Background: an optimization exercise with open tools, aiming at small area. Do not read the settings as production practice. Function was checked by simulation only, so behaviour that the tests miss may differ from the original. Power is estimated from default activity; no workload was simulated.

==> flow/design.v <==
`timescale 1ns/1ps
`default_nettype none
module vis_accumulator (
  input  logic        vis_clock,
  input  logic        vis_reset,
  input  logic        rst_d,       
  input  logic        frame_end,   
  input  logic        sig_valid_i,
  input  logic [3:0]  sig_idata_i,
  input  logic [3:0]  sig_qdata_i,
  input  logic [5:0]  pend,        
  input  logic [5:0]  sel,         
  output logic [11:0] word_o       
);
  localparam logic [11:0] BASE_A = {2'd2, 2'd1, 2'd1, 2'd0, 2'd0, 2'd0};
  localparam logic [11:0] BASE_B = {2'd3, 2'd3, 2'd2, 2'd3, 2'd2, 2'd1};
  logic [5:0] inc_f;
  logic [5:0] inc_g;
  logic [5:0] cnt_f [6];
  logic [5:0] cnt_g [6];
  logic [3:0] x;
  assign x = sig_idata_i ^ sig_qdata_i;
  always_comb begin
    for (int k = 0; k < 6; k++) begin
      logic ai, aq, bi, bq, bw;
      ai = sig_idata_i[BASE_A[2*k +: 2]];
      aq = sig_qdata_i[BASE_A[2*k +: 2]];
      bi = sig_idata_i[BASE_B[2*k +: 2]];
      bq = sig_qdata_i[BASE_B[2*k +: 2]];
      bw = !x[BASE_A[2*k +: 2]] && x[BASE_B[2*k +: 2]];   
      inc_f[k] = sig_valid_i && !(aq ^ bq ^ bw);
      inc_g[k] = sig_valid_i && (ai ^ bi ^ bw);
    end
  end
  genvar gk;
  generate
    for (gk = 0; gk < 6; gk++) begin : g_base
      localparam int PW = (gk == 5) ? 4 : 3;
      logic [PW-1:0] pnd_f;
      logic [PW-1:0] pnd_g;
      logic          take;
      logic          hold;
      assign take = sel[gk] || rst_d;
      assign hold = pend[gk] && !sel[gk];
      always_ff @(posedge vis_clock) begin
        cnt_f[gk] <= (take ? 6'(pnd_f) : cnt_f[gk]) + 6'(inc_f[gk] && !hold);
        cnt_g[gk] <= (take ? 6'(pnd_g) : cnt_g[gk]) + 6'(inc_g[gk] && !hold);
        if (vis_reset || frame_end) begin
          pnd_f <= '0;
          pnd_g <= '0;
        end else begin
          pnd_f <= pnd_f + PW'(inc_f[gk] && pend[gk]);
          pnd_g <= pnd_g + PW'(inc_g[gk] && pend[gk]);
        end
      end
    end
  endgenerate
  always_comb begin
    word_o = '0;
    for (int k = 0; k < 6; k++) begin
      word_o = word_o | ({cnt_f[k], cnt_g[k]} & {12{sel[k]}});
    end
  end
endmodule
`default_nettype wire
`timescale 1ns/1ps
`default_nettype none
module vis_fifo #(
  parameter int W = 13
) (
  input  logic        vis_clock,
  input  logic        vis_reset,
  input  logic        wr_i,
  input  logic [W-1:0] word_i,
  input  logic        ready_i,
  output logic        valid_o,
  output logic [W-1:0] word_o,     
  output logic        overflow_o
);
  logic [W-1:0] sh [8];
  logic [3:0]  count;
  logic        full;
  logic        push;
  logic        pop;
  assign full    = count[3];   
  assign valid_o = (count != 4'd0);
  assign push    = wr_i && !full;
  assign pop     = valid_o && ready_i;
  assign word_o  = sh[3'(count - 1'b1)];
  always_ff @(posedge vis_clock) begin
    if (push) begin
      sh[0] <= word_i;
      for (int i = 1; i < 8; i++) sh[i] <= sh[i-1];
    end
  end
  always_ff @(posedge vis_clock) begin
    if (vis_reset) begin
      count      <= '0;
      overflow_o <= 1'b0;
    end else begin
      count <= count + 4'(push) - 4'(pop);
      if (wr_i && full) overflow_o <= 1'b1;
    end
  end
endmodule
`default_nettype wire
`timescale 1ns/1ps
`default_nettype none
module byte_serializer (
  input  logic        vis_clock,
  input  logic        vis_reset,
  input  logic        valid_i,
  input  logic [11:0] word_i,      
  input  logic        m_tready_i,
  output logic        ready_o,
  output logic        m_tvalid_o,
  output logic [7:0]  m_tdata_o,
  output logic        m_tlast_o
);
  logic        busy;
  logic [2:0]  idx;
  logic [10:0] sc;
  logic [11:0] sw;
  logic        slast;
  logic [6:0]  dv;
  assign ready_o = !busy;
  always_ff @(posedge vis_clock) begin
    if (vis_reset) begin
      busy <= 1'b0;
      idx  <= '0;
    end else if (valid_i && !busy) begin
      busy <= 1'b1;
      idx  <= '0;
    end else if (busy && m_tready_i) begin
      idx <= idx + 1'b1;
      if (idx == 3'd7) busy <= 1'b0;
    end
  end
  always_ff @(posedge vis_clock) begin
    if (valid_i && !busy) {sc, slast} <= word_i;
  end
  assign sw = sc[10] ? {sc[9], sc[9] ? 5'd0 : sc[4:0], sc[8], sc[8] ? 5'd0 : sc[4:0]}
                     : {1'b0, sc[9:5], 1'b0, sc[4:0]};
  logic [6:0] sum;
  assign sum = {1'b0, sw[11:6]} + ({1'b0, sw[5:0]} ^ {7{idx[2]}}) + 7'(idx[2]);
  assign dv  = idx[2] ? sum : {sum[6:5] - 2'd1, sum[4:0]};
  assign m_tvalid_o = busy;
  assign m_tdata_o  = (idx[1:0] == 2'd0) ? {dv, 1'b0} : {8{dv[6]}};
  assign m_tlast_o  = busy && slast && (idx == 3'd7);
endmodule
`default_nettype wire
`timescale 1ns/1ps
`default_nettype none
module toy_correlator (
  input  logic       vis_clock,
  input  logic       vis_reset,
  input  logic       sig_valid_i,
  input  logic [3:0] sig_idata_i,
  input  logic [3:0] sig_qdata_i,
  input  logic       m_tready_i,
  output logic       vis_start_o,
  output logic       vis_frame_o,
  output logic       m_tvalid_o,
  output logic [7:0] m_tdata_o,
  output logic       m_tlast_o,
  output logic       vis_overflow_o
);
  logic [2:0] wcnt;      
  logic [1:0] blk;       
  logic       rst_d;     
  logic       block_done;
  logic       frame_end;
  assign block_done = sig_valid_i && (wcnt == 3'd7);
  assign frame_end  = block_done && (blk == 2'd3) && !vis_reset;
  always_ff @(posedge vis_clock) begin
    rst_d <= vis_reset;
    if (vis_reset) begin
      wcnt        <= '0;
      blk         <= '0;
      vis_start_o <= 1'b0;
      vis_frame_o <= 1'b0;
    end else begin
      if (sig_valid_i) wcnt <= wcnt + 1'b1;
      if (block_done) blk <= blk + 1'b1;
      vis_start_o <= block_done && !vis_frame_o;
      if (block_done) vis_frame_o <= 1'b1;
    end
  end
  logic [6:0] pend;
  logic [2:0] ph;
  logic       strobe;
  logic [5:0] sel;
  logic       wr;
  assign strobe = pend[6] && (ph == 3'd1);
  assign wr     = strobe && !pend[0];
  always_comb begin
    for (int k = 0; k < 6; k++) sel[k] = strobe && pend[k+1] && !pend[k];
  end
  always_ff @(posedge vis_clock) begin
    ph <= frame_end ? 3'd0 : ph + 1'b1;
    if (vis_reset) begin
      pend <= '0;
    end else if (frame_end) begin
      pend <= '1;
    end else if (strobe) begin
      pend <= {pend[5:0], 1'b0};
    end
  end
  logic [11:0] acc_word;
  logic [10:0] acc_code;
  logic        x5, y5;
  logic        q_valid;
  logic        q_ready;
  logic [11:0] q_code;
  assign x5       = acc_word[11];
  assign y5       = acc_word[5];
  assign acc_code = (x5 || y5) ? {1'b1, x5, y5, 3'b000, (y5 && !x5) ? acc_word[10:6] : acc_word[4:0]}
                               : {1'b0, acc_word[10:6], acc_word[4:0]};
  vis_accumulator u_accum (
    .vis_clock   (vis_clock),
    .vis_reset   (vis_reset),
    .rst_d       (rst_d),
    .frame_end   (frame_end),
    .sig_valid_i (sig_valid_i),
    .sig_idata_i (sig_idata_i),
    .sig_qdata_i (sig_qdata_i),
    .pend        (pend[6:1]),
    .sel         (sel),
    .word_o      (acc_word)
  );
  vis_fifo #(.W(12)) u_fifo (
    .vis_clock  (vis_clock),
    .vis_reset  (vis_reset),
    .wr_i       (wr),
    .word_i     ({acc_code, sel[5]}),
    .ready_i    (q_ready),
    .valid_o    (q_valid),
    .word_o     (q_code),
    .overflow_o (vis_overflow_o)
  );
  byte_serializer u_serializer (
    .vis_clock  (vis_clock),
    .vis_reset  (vis_reset),
    .valid_i    (q_valid),
    .word_i     (q_code),
    .m_tready_i (m_tready_i),
    .ready_o    (q_ready),
    .m_tvalid_o (m_tvalid_o),
    .m_tdata_o  (m_tdata_o),
    .m_tlast_o  (m_tlast_o)
  );
endmodule
`default_nettype wire
==> flow/config.mk <==
export PLATFORM = sky130hd
export DESIGN_NAME = toy_correlator
export DESIGN_NICKNAME = toy_correlator
export VERILOG_FILES = /design/flow/design.v
export SDC_FILE = /design/flow/constraint.sdc
export NUM_CORES = 4
export LEC_CHECK = 0
export CAP_MARGIN = 0
export CORE_MARGIN = 2
export CORE_UTILIZATION = 80
export SLEW_MARGIN = 0
==> flow/constraint.sdc <==
create_clock -name core_clock -period 6.0 [get_ports {vis_clock}]
set_input_delay 1.2000 -clock core_clock [delete_from_list [all_inputs] [get_ports {vis_clock}]]
set_output_delay 1.2000 -clock core_clock [all_outputs]
set_load 0.01 [all_outputs]
standard.sh (not shown) runs the stock make flow with config.mk's settings and CLKGATE_MAP_FILE= SYNTH_SCRIPT=/design/flow/synth_recipe.tcl, a recipe that flattens the netlist after the stock synthesis.
==> flow/flow/run.sh <==
#!/bin/bash
# Own synthesis (flow/synth.tcl: the standard one with an area-oriented ABC
# mapping), then the standard layout from the synthesized netlist, with the
# smallest buffer on each port and a clock tree without dummy loads.
set -euo pipefail
W=$(pwd)
export OWN_ABC_SCRIPT="$W/flow/area.abc"
export BUFFER_PORTS_ARGS="-buffer_cell sky130_fd_sc_hd__buf_1"
export CTS_ARGS="-sink_clustering_enable -repair_clock_nets -sink_clustering_size 20 -sink_clustering_max_diameter 70 -buf_list sky130_fd_sc_hd__clkbuf_8 -dont_use_dummy_load"
sed -e "s#SYNTH_SCRIPT=[^ ]*#SYNTH_SCRIPT=$W/flow/synth.tcl#" standard.sh > own_synth.sh
bash own_synth.sh synth > synth.log 2>&1
bash standard.sh > standard.log 2>&1
==> flow/flow/area.abc <==
&get -n
&st
&dch
&nf -R 1000 -p -F 8 -A 4
&put
&get -n
&st
&dch
&nf -R 1000 -p -F 8 -A 4
&put
&get -n
&st
&dch
&nf -R 1000 -p -F 8 -A 4
&put
==> flow/flow/synth.tcl <==
# synth_recipe.tcl (the standard synthesis), with the final ABC mapping run for
# area and the arithmetic left to ABC instead of fixed half/full-adder cells.
# Flip-flops are mapped before ABC runs, so the registers, their names and
# cell types are those of the standard synthesis.
proc synth {args} { yosys synth -nofsm -noshare {*}$args }
proc extract_fa {args} { }
proc abc {args} {
  foreach o {-script -D} {
    set i [lsearch -exact $args $o]
    if { $i >= 0 } { set args [lreplace $args $i [expr {$i + 1}]] }
  }
  yosys abc {*}$args -script $::env(OWN_ABC_SCRIPT)
}
source $::env(SCRIPTS_DIR)/synth.tcl
# left out here: clear keep_hierarchy, flatten, clean up, hide names made inside functions, write 1_2_yosys.v
The baseline finished with timing, DRC and antenna clean.
Change:
--- a/flow/config.mk
+++ b/flow/config.mk
@@ -9,3 +9,3 @@
 export CORE_MARGIN = 2
-export CORE_UTILIZATION = 80
+export CORE_UTILIZATION = 60
 export SLEW_MARGIN = 0
Effect:
- wire length drops by 2.9%
- final area climbs by 0.54%
- clock-buffer cell count does not change
Change:
--- a/flow/flow/run.sh
+++ b/flow/flow/run.sh
@@ -8,3 +8,3 @@
 export BUFFER_PORTS_ARGS="-buffer_cell sky130_fd_sc_hd__buf_1"
-export CTS_ARGS="-sink_clustering_enable -repair_clock_nets -sink_clustering_size 20 -sink_clustering_max_diameter 70 -buf_list sky130_fd_sc_hd__clkbuf_8 -dont_use_dummy_load"
+export CTS_ARGS="-sink_clustering_enable -repair_clock_nets -sink_clustering_size 30 -sink_clustering_max_diameter 100 -buf_list sky130_fd_sc_hd__clkbuf_16 -dont_use_dummy_load"
 sed -e "s#SYNTH_SCRIPT=[^ ]*#SYNTH_SCRIPT=$W/flow/synth.tcl#" standard.sh > own_synth.sh
--- a/flow/config.mk
+++ b/flow/config.mk
@@ -9,3 +9,3 @@
 export CORE_MARGIN = 2
-export CORE_UTILIZATION = 60
+export CORE_UTILIZATION = 70
 export SLEW_MARGIN = 0
The new run finished with timing, DRC and antenna clean.
Total power goes up by 4.1%.
Clock skew increases by 0.011 ns.
Area after synthesis does not change.
Register-to-register slack is better by 0.13 ns.
Cell count falls by 3.8%.
First-iteration DRC count climbs by 17%.
Wire length falls by 0.79%.
Global-route usage rises by 4.4 points.
Die area went down by 14%.
Change:
--- a/flow/flow/run.sh
+++ b/flow/flow/run.sh
@@ -8,3 +8,3 @@
 export BUFFER_PORTS_ARGS="-buffer_cell sky130_fd_sc_hd__buf_1"
-export CTS_ARGS="-sink_clustering_enable -repair_clock_nets -sink_clustering_size 30 -sink_clustering_max_diameter 100 -buf_list sky130_fd_sc_hd__clkbuf_16 -dont_use_dummy_load"
+export CTS_ARGS="-sink_clustering_enable -repair_clock_nets -sink_clustering_size 20 -sink_clustering_max_diameter 70 -buf_list sky130_fd_sc_hd__clkbuf_8 -dont_use_dummy_load"
 sed -e "s#SYNTH_SCRIPT=[^ ]*#SYNTH_SCRIPT=$W/flow/synth.tcl#" standard.sh > own_synth.sh
Result: First-iteration DRC count came out higher by 6.9%. Non-clock buffer count stays the same. Design area came out lower by 0.75%. Synthesized area is unchanged. Global-route usage came out lower by 0.34 points. Setup slack improved by 0.083 ns. Die area stays the same. Fmax came out higher by 1.6%.

## re-timing with driven ports
How much do the figures lean on ideal ports? The routed layouts below were timed once more, with nothing changed but the port constraints.
Step 1 (the two cells are an assumption about what drives the block):
set clk [get_ports {vis_clock}]
set_driving_cell -lib_cell sky130_fd_sc_hd__clkbuf_16 $clk
set_driving_cell -lib_cell sky130_fd_sc_hd__buf_2 [delete_from_list [all_inputs] $clk]
Step 2, shift: input delay + t, output delay - t, t = (earliest + latest rising clock arrival at the registers) / 2. This alone moves slack from input paths to output paths.
Three values: ideal, step 1, step 2; two values: the first two.
run	t (ns)	slack for setup (ns)	worst setup path after step 2
the first run	0.531	0.829 / 0.789 / 1.320	register to output
the second run	0.526	0.912 / 0.873 / 1.399	register to output
the third run	0.480	0.805 / 0.764 / 1.243	register to output
the fourth run	0.530	0.888 / 0.850 / 1.381	register to output
After both steps setup and hold are still met in every run listed.
